Background: an optimization exercise with open tools, aiming at small area. Do not read the settings as production practice. In this exercise RTL edits were held to simulation tests only and were not proved equivalent to the original.

==> build 28: inputs <==
// adc_capture_top
module adc_capture_top #(
  parameter int EXTRA_REG = 1   
) (
  input  logic         adc_clk,
  input  logic         dcm_reset,
  input  logic [31:0]  adc_in,
  input  logic         adc_sync,
  input  logic         adc_overrange,
  output logic [133:0] out_frame,
  output logic         out_valid,
  input  logic         out_ready,
  output logic         overflow   
);
==> module frame_fifo, before the edit <==
module frame_fifo (
  input  logic         adc_clk,
  input  logic         dcm_reset,
  input  logic [133:0] frame,
  input  logic         frame_valid,
  output logic [133:0] out_frame,
  output logic         out_valid,
  input  logic         out_ready,
  output logic         overflow
);
  localparam int FRAME_W    = 134;
  localparam int FIFO_DEPTH = 8;   
  logic [FRAME_W-1:0] mem [FIFO_DEPTH];
  logic [2:0]         wr_ptr;
  logic [FIFO_DEPTH-1:0] rd_sel;   
  logic [3:0]         count;   
  logic full;
  logic wr_en;
  logic rd_en;
  assign full      = count[3];
  assign out_valid = (count != '0);
  assign rd_en     = out_valid & out_ready;
  assign wr_en     = frame_valid & (~full | rd_en);
  always_comb begin
    out_frame = '0;
    for (int k = 0; k < FIFO_DEPTH; k++) begin
      out_frame = out_frame | (mem[k] & {FRAME_W{rd_sel[k]}});
    end
  end
  always_ff @(posedge adc_clk) begin
    for (int k = 0; k < FIFO_DEPTH; k++) begin
      if (wr_en && wr_ptr == 3'(k)) begin
        mem[k] <= frame;
      end
    end
  end
  always_ff @(posedge adc_clk) begin
    if (dcm_reset) begin
      wr_ptr <= '0;
      rd_sel <= FIFO_DEPTH'(1);
      count  <= '0;
    end else begin
      if (wr_en) wr_ptr <= wr_ptr + 1'b1;
      if (rd_en) rd_sel <= {rd_sel[FIFO_DEPTH-2:0], rd_sel[FIFO_DEPTH-1]};
      case ({wr_en, rd_en})
        2'b10:   count <= count + 1'b1;
        2'b01:   count <= count - 1'b1;
        default: count <= count;
      endcase
    end
  end
  always_ff @(posedge adc_clk) begin
    if (dcm_reset) begin
      overflow <= 1'b0;
    end else if (frame_valid & ~wr_en) begin
      overflow <= 1'b1;
    end
  end
endmodule
clock: 5.0 ns
lec_check: 0
cap_margin: 20
core_margin: 2
core_utilization: 65
slew_margin: 20
standard.sh (not shown) runs the stock make flow with config.mk's settings and CLKGATE_MAP_FILE= SYNTH_SCRIPT=/design/flow/synth_recipe.tcl, a recipe that flattens the netlist after the stock synthesis.
==> flow/flow/run.sh <==
#!/bin/bash
# own flow: the standard layout (standard.sh) with small port buffers
# and a clock tree built from larger sink clusters without dummy loads.
# Each step writes its full output to its own log in the work folder.
set -o pipefail
export BUFFER_PORTS_ARGS="-buffer_cell sky130_fd_sc_hd__buf_1"
export CTS_ARGS="-sink_clustering_enable -repair_clock_nets -dont_use_dummy_load -sink_clustering_size 20 -sink_clustering_max_diameter 60 -buf_list sky130_fd_sc_hd__clkbuf_8"
bash standard.sh synth > synth.log 2>&1 || exit 1
bash standard.sh floorplan > floorplan.log 2>&1 || exit 1
bash standard.sh place > place.log 2>&1 || exit 1
bash standard.sh cts > cts.log 2>&1 || exit 1
bash standard.sh route > route.log 2>&1 || exit 1
bash standard.sh finish > finish.log 2>&1 || exit 1
==> build 21: changes against build 28 <==
--- a/flow/design.v
+++ b/flow/design.v
@@ -64,7 +64,7 @@
   localparam int FIFO_DEPTH = 8;   
   logic [FRAME_W-1:0] mem [FIFO_DEPTH];
   logic [2:0]         wr_ptr;
-  logic [FIFO_DEPTH-1:0] rd_sel;   
+  logic [2:0]         rd_ptr;
   logic [3:0]         count;   
   logic full;
   logic wr_en;
@@ -76,7 +76,7 @@
   always_comb begin
     out_frame = '0;
     for (int k = 0; k < FIFO_DEPTH; k++) begin
-      out_frame = out_frame | (mem[k] & {FRAME_W{rd_sel[k]}});
+      out_frame = out_frame | (mem[k] & {FRAME_W{rd_ptr == 3'(k)}});
     end
   end
   always_ff @(posedge adc_clk) begin
@@ -89,11 +89,11 @@
   always_ff @(posedge adc_clk) begin
     if (dcm_reset) begin
       wr_ptr <= '0;
-      rd_sel <= FIFO_DEPTH'(1);
+      rd_ptr <= '0;
       count  <= '0;
     end else begin
       if (wr_en) wr_ptr <= wr_ptr + 1'b1;
-      if (rd_en) rd_sel <= {rd_sel[FIFO_DEPTH-2:0], rd_sel[FIFO_DEPTH-1]};
+      if (rd_en) rd_ptr <= rd_ptr + 1'b1;
       case ({wr_en, rd_en})
         2'b10:   count <= count + 1'b1;
         2'b01:   count <= count - 1'b1;
==> flow/flow/run.sh (replaced) <==
#!/bin/bash
set -o pipefail
cp standard.sh flow/standard.sh.copy 2>/dev/null
export BUFFER_PORTS_ARGS="-buffer_cell sky130_fd_sc_hd__buf_1"
export CTS_ARGS="-sink_clustering_enable -repair_clock_nets -dont_use_dummy_load"
bash standard.sh synth > synth.log 2>&1 || exit 1
bash standard.sh finish > finish.log 2>&1 || exit 1
==> flow/flow/standard.sh.copy (new file) <==
#!/bin/bash
# The standard flow's own layout of this design, on the ORFS make targets given (by default finish). After
# finish it leaves the final layout's DEF at /design/flow/out/final.def.
set -euo pipefail
make -C /OpenROAD-flow-scripts/flow DESIGN_CONFIG=/design/flow/config.mk WORK_HOME=/design/flow/orfs CLKGATE_MAP_FILE= SYNTH_SCRIPT=/design/flow/synth_recipe.tcl CAP_MARGIN=20 CORE_MARGIN=2 CORE_UTILIZATION=40 SLEW_MARGIN=20 "${@:-finish}"
if [[ -f /design/flow/orfs/results/sky130hd/adc_capture_top/base/6_final.odb ]]; then
  : # left out here: write the final layout as DEF
fi
Settings changed: CORE_UTILIZATION 65 to 40.
==> build 17: changes against build 28 <==
--- a/flow/design.v
+++ b/flow/design.v
@@ -63,25 +63,24 @@
   localparam int FRAME_W    = 134;
   localparam int FIFO_DEPTH = 8;   
   logic [FRAME_W-1:0] mem [FIFO_DEPTH];
-  logic [2:0]         wr_ptr;
-  logic [FIFO_DEPTH-1:0] rd_sel;   
-  logic [3:0]         count;   
+  logic [3:0]         wr_ptr;
+  logic [3:0]         rd_ptr;
   logic full;
   logic wr_en;
   logic rd_en;
-  assign full      = count[3];
-  assign out_valid = (count != '0);
+  assign out_valid = (wr_ptr != rd_ptr);
+  assign full      = (wr_ptr == {~rd_ptr[3], rd_ptr[2:0]});
   assign rd_en     = out_valid & out_ready;
   assign wr_en     = frame_valid & (~full | rd_en);
   always_comb begin
     out_frame = '0;
     for (int k = 0; k < FIFO_DEPTH; k++) begin
-      out_frame = out_frame | (mem[k] & {FRAME_W{rd_sel[k]}});
+      out_frame = out_frame | (mem[k] & {FRAME_W{rd_ptr[2:0] == 3'(k)}});
     end
   end
   always_ff @(posedge adc_clk) begin
     for (int k = 0; k < FIFO_DEPTH; k++) begin
-      if (wr_en && wr_ptr == 3'(k)) begin
+      if (wr_en && wr_ptr[2:0] == 3'(k)) begin
         mem[k] <= frame;
       end
     end
@@ -89,16 +88,10 @@
   always_ff @(posedge adc_clk) begin
     if (dcm_reset) begin
       wr_ptr <= '0;
-      rd_sel <= FIFO_DEPTH'(1);
-      count  <= '0;
+      rd_ptr <= '0;
     end else begin
       if (wr_en) wr_ptr <= wr_ptr + 1'b1;
-      if (rd_en) rd_sel <= {rd_sel[FIFO_DEPTH-2:0], rd_sel[FIFO_DEPTH-1]};
-      case ({wr_en, rd_en})
-        2'b10:   count <= count + 1'b1;
-        2'b01:   count <= count - 1'b1;
-        default: count <= count;
-      endcase
+      if (rd_en) rd_ptr <= rd_ptr + 1'b1;
     end
   end
   always_ff @(posedge adc_clk) begin
==> flow/flow/run.sh (replaced) <==
#!/bin/bash
# Own flow: the standard layout (standard.sh) with three changes.
#  1. Synthesis runs synth_recipe.tcl unchanged but with an area-oriented
#     ABC mapping script (flow/abc_area_map.script) in place of ORFS's
#     abc_speed.script; registers, their names and cell types are as in the
#     standard synthesis, only the combinational mapping differs.
#  2. Ports are buffered with sky130_fd_sc_hd__buf_1.
#  3. The clock tree uses larger sink clusters and no dummy loads.
# Each step writes its full output to its own log in the work folder.
set -o pipefail
mkdir -p scripts_area
for f in "$FLOW_HOME"/scripts/*; do ln -sf "$f" scripts_area/; done
rm -f scripts_area/abc_speed.script
cp flow/abc_area_map.script scripts_area/abc_speed.script
bash standard.sh SCRIPTS_DIR=$PWD/scripts_area synth > synth.log 2>&1 || exit 1
export BUFFER_PORTS_ARGS="-buffer_cell sky130_fd_sc_hd__buf_1"
export CTS_ARGS="-sink_clustering_enable -repair_clock_nets -dont_use_dummy_load -sink_clustering_size 18 -sink_clustering_max_diameter 55 -buf_list sky130_fd_sc_hd__clkbuf_8"
bash standard.sh floorplan > floorplan.log 2>&1 || exit 1
bash standard.sh place > place.log 2>&1 || exit 1
bash standard.sh cts > cts.log 2>&1 || exit 1
bash standard.sh route > route.log 2>&1 || exit 1
bash standard.sh finish > finish.log 2>&1 || exit 1
==> flow/flow/abc_area_map.script (new file) <==
strash
&get -n
&fraig -x
&put
scorr
dc2
strash
&get -n
&dch -f
&nf
&put
Settings changed: CORE_UTILIZATION 65 to 80.
==> build 6: changes against build 28 <==
--- a/flow/design.v
+++ b/flow/design.v
@@ -64,7 +64,7 @@
   localparam int FIFO_DEPTH = 8;   
   logic [FRAME_W-1:0] mem [FIFO_DEPTH];
   logic [2:0]         wr_ptr;
-  logic [FIFO_DEPTH-1:0] rd_sel;   
+  logic [2:0]         rd_ptr;
   logic [3:0]         count;   
   logic full;
   logic wr_en;
@@ -76,7 +76,7 @@
   always_comb begin
     out_frame = '0;
     for (int k = 0; k < FIFO_DEPTH; k++) begin
-      out_frame = out_frame | (mem[k] & {FRAME_W{rd_sel[k]}});
+      out_frame = out_frame | (mem[k] & {FRAME_W{rd_ptr == 3'(k)}});
     end
   end
   always_ff @(posedge adc_clk) begin
@@ -89,11 +89,11 @@
   always_ff @(posedge adc_clk) begin
     if (dcm_reset) begin
       wr_ptr <= '0;
-      rd_sel <= FIFO_DEPTH'(1);
+      rd_ptr <= '0;
       count  <= '0;
     end else begin
       if (wr_en) wr_ptr <= wr_ptr + 1'b1;
-      if (rd_en) rd_sel <= {rd_sel[FIFO_DEPTH-2:0], rd_sel[FIFO_DEPTH-1]};
+      if (rd_en) rd_ptr <= rd_ptr + 1'b1;
       case ({wr_en, rd_en})
         2'b10:   count <= count + 1'b1;
         2'b01:   count <= count - 1'b1;
==> flow/run.sh (new file) <==
#!/bin/bash
# synth_recipe.tcl (not shown) runs the flow's synth.tcl, then flattens the netlist and writes it again
# the make line also repeats each setting of config.mk as NAME=value (left out here)
make -C /OpenROAD-flow-scripts/flow DESIGN_CONFIG=/design/flow/config.mk WORK_HOME=/design/flow/orfs CLKGATE_MAP_FILE= SYNTH_SCRIPT=/design/flow/synth_recipe.tcl finish
Settings changed: CORE_UTILIZATION 65 to 40.
removed: flow/flow/run.sh
removed: flow/standard.sh
==> notes.md <==
Build 17 finished clean. Build 28 finished clean. Build 21 finished clean. Build 6 passed the timing, design-rule and antenna checks.
Between build 28 and build 17, the lower critical path depth is in build 28 (gap 2).
Wire length: build 6 > build 21 > build 28 > build 17.
Between build 6 and build 21, the lower clock skew is in build 6 (gap 0.029 ns).
Between build 21 and build 28, the lower sequential cell count is in build 21 (gap 5).

## static timing again, ports no longer ideal
Ports are ideal in the flow. The routed layouts listed here were re-timed in OpenROAD.
Step 1 sets driving cells, clkbuf_16 on the clock port and buf_2 on the other inputs (assumed; they add their load-dependent delay and slew).
Step 2 adds t to the input delays and takes it off the output delays; t is the mean of the earliest and latest rising clock arrival at the registers after step 1. Input paths then give back, and output paths get back, about the clock's delay inside the block.
a / b / c = no drivers / after step 1 / after step 2; a / b = the first two.
| run | shift t [ns] | setup slack, ns | hold WS [ns] |
|---|---|---|---|
| build 28 | 0.718 | 1.204 / 1.141 / 1.646 | 0.259 / 0.259 / 0.259 |
| build 21 | 0.718 | 0.560 / 0.498 / 1.215 | 0.322 / 0.322 / 0.322 |
| build 17 | 0.734 | 0.564 / 0.510 / 1.244 | 0.313 / 0.313 / 0.313 |
| build 6 | 0.758 | 0.233 / 0.166 / 0.924 | 0.326 / 0.326 / 0.326 |
After both steps every run listed still meets setup and hold.
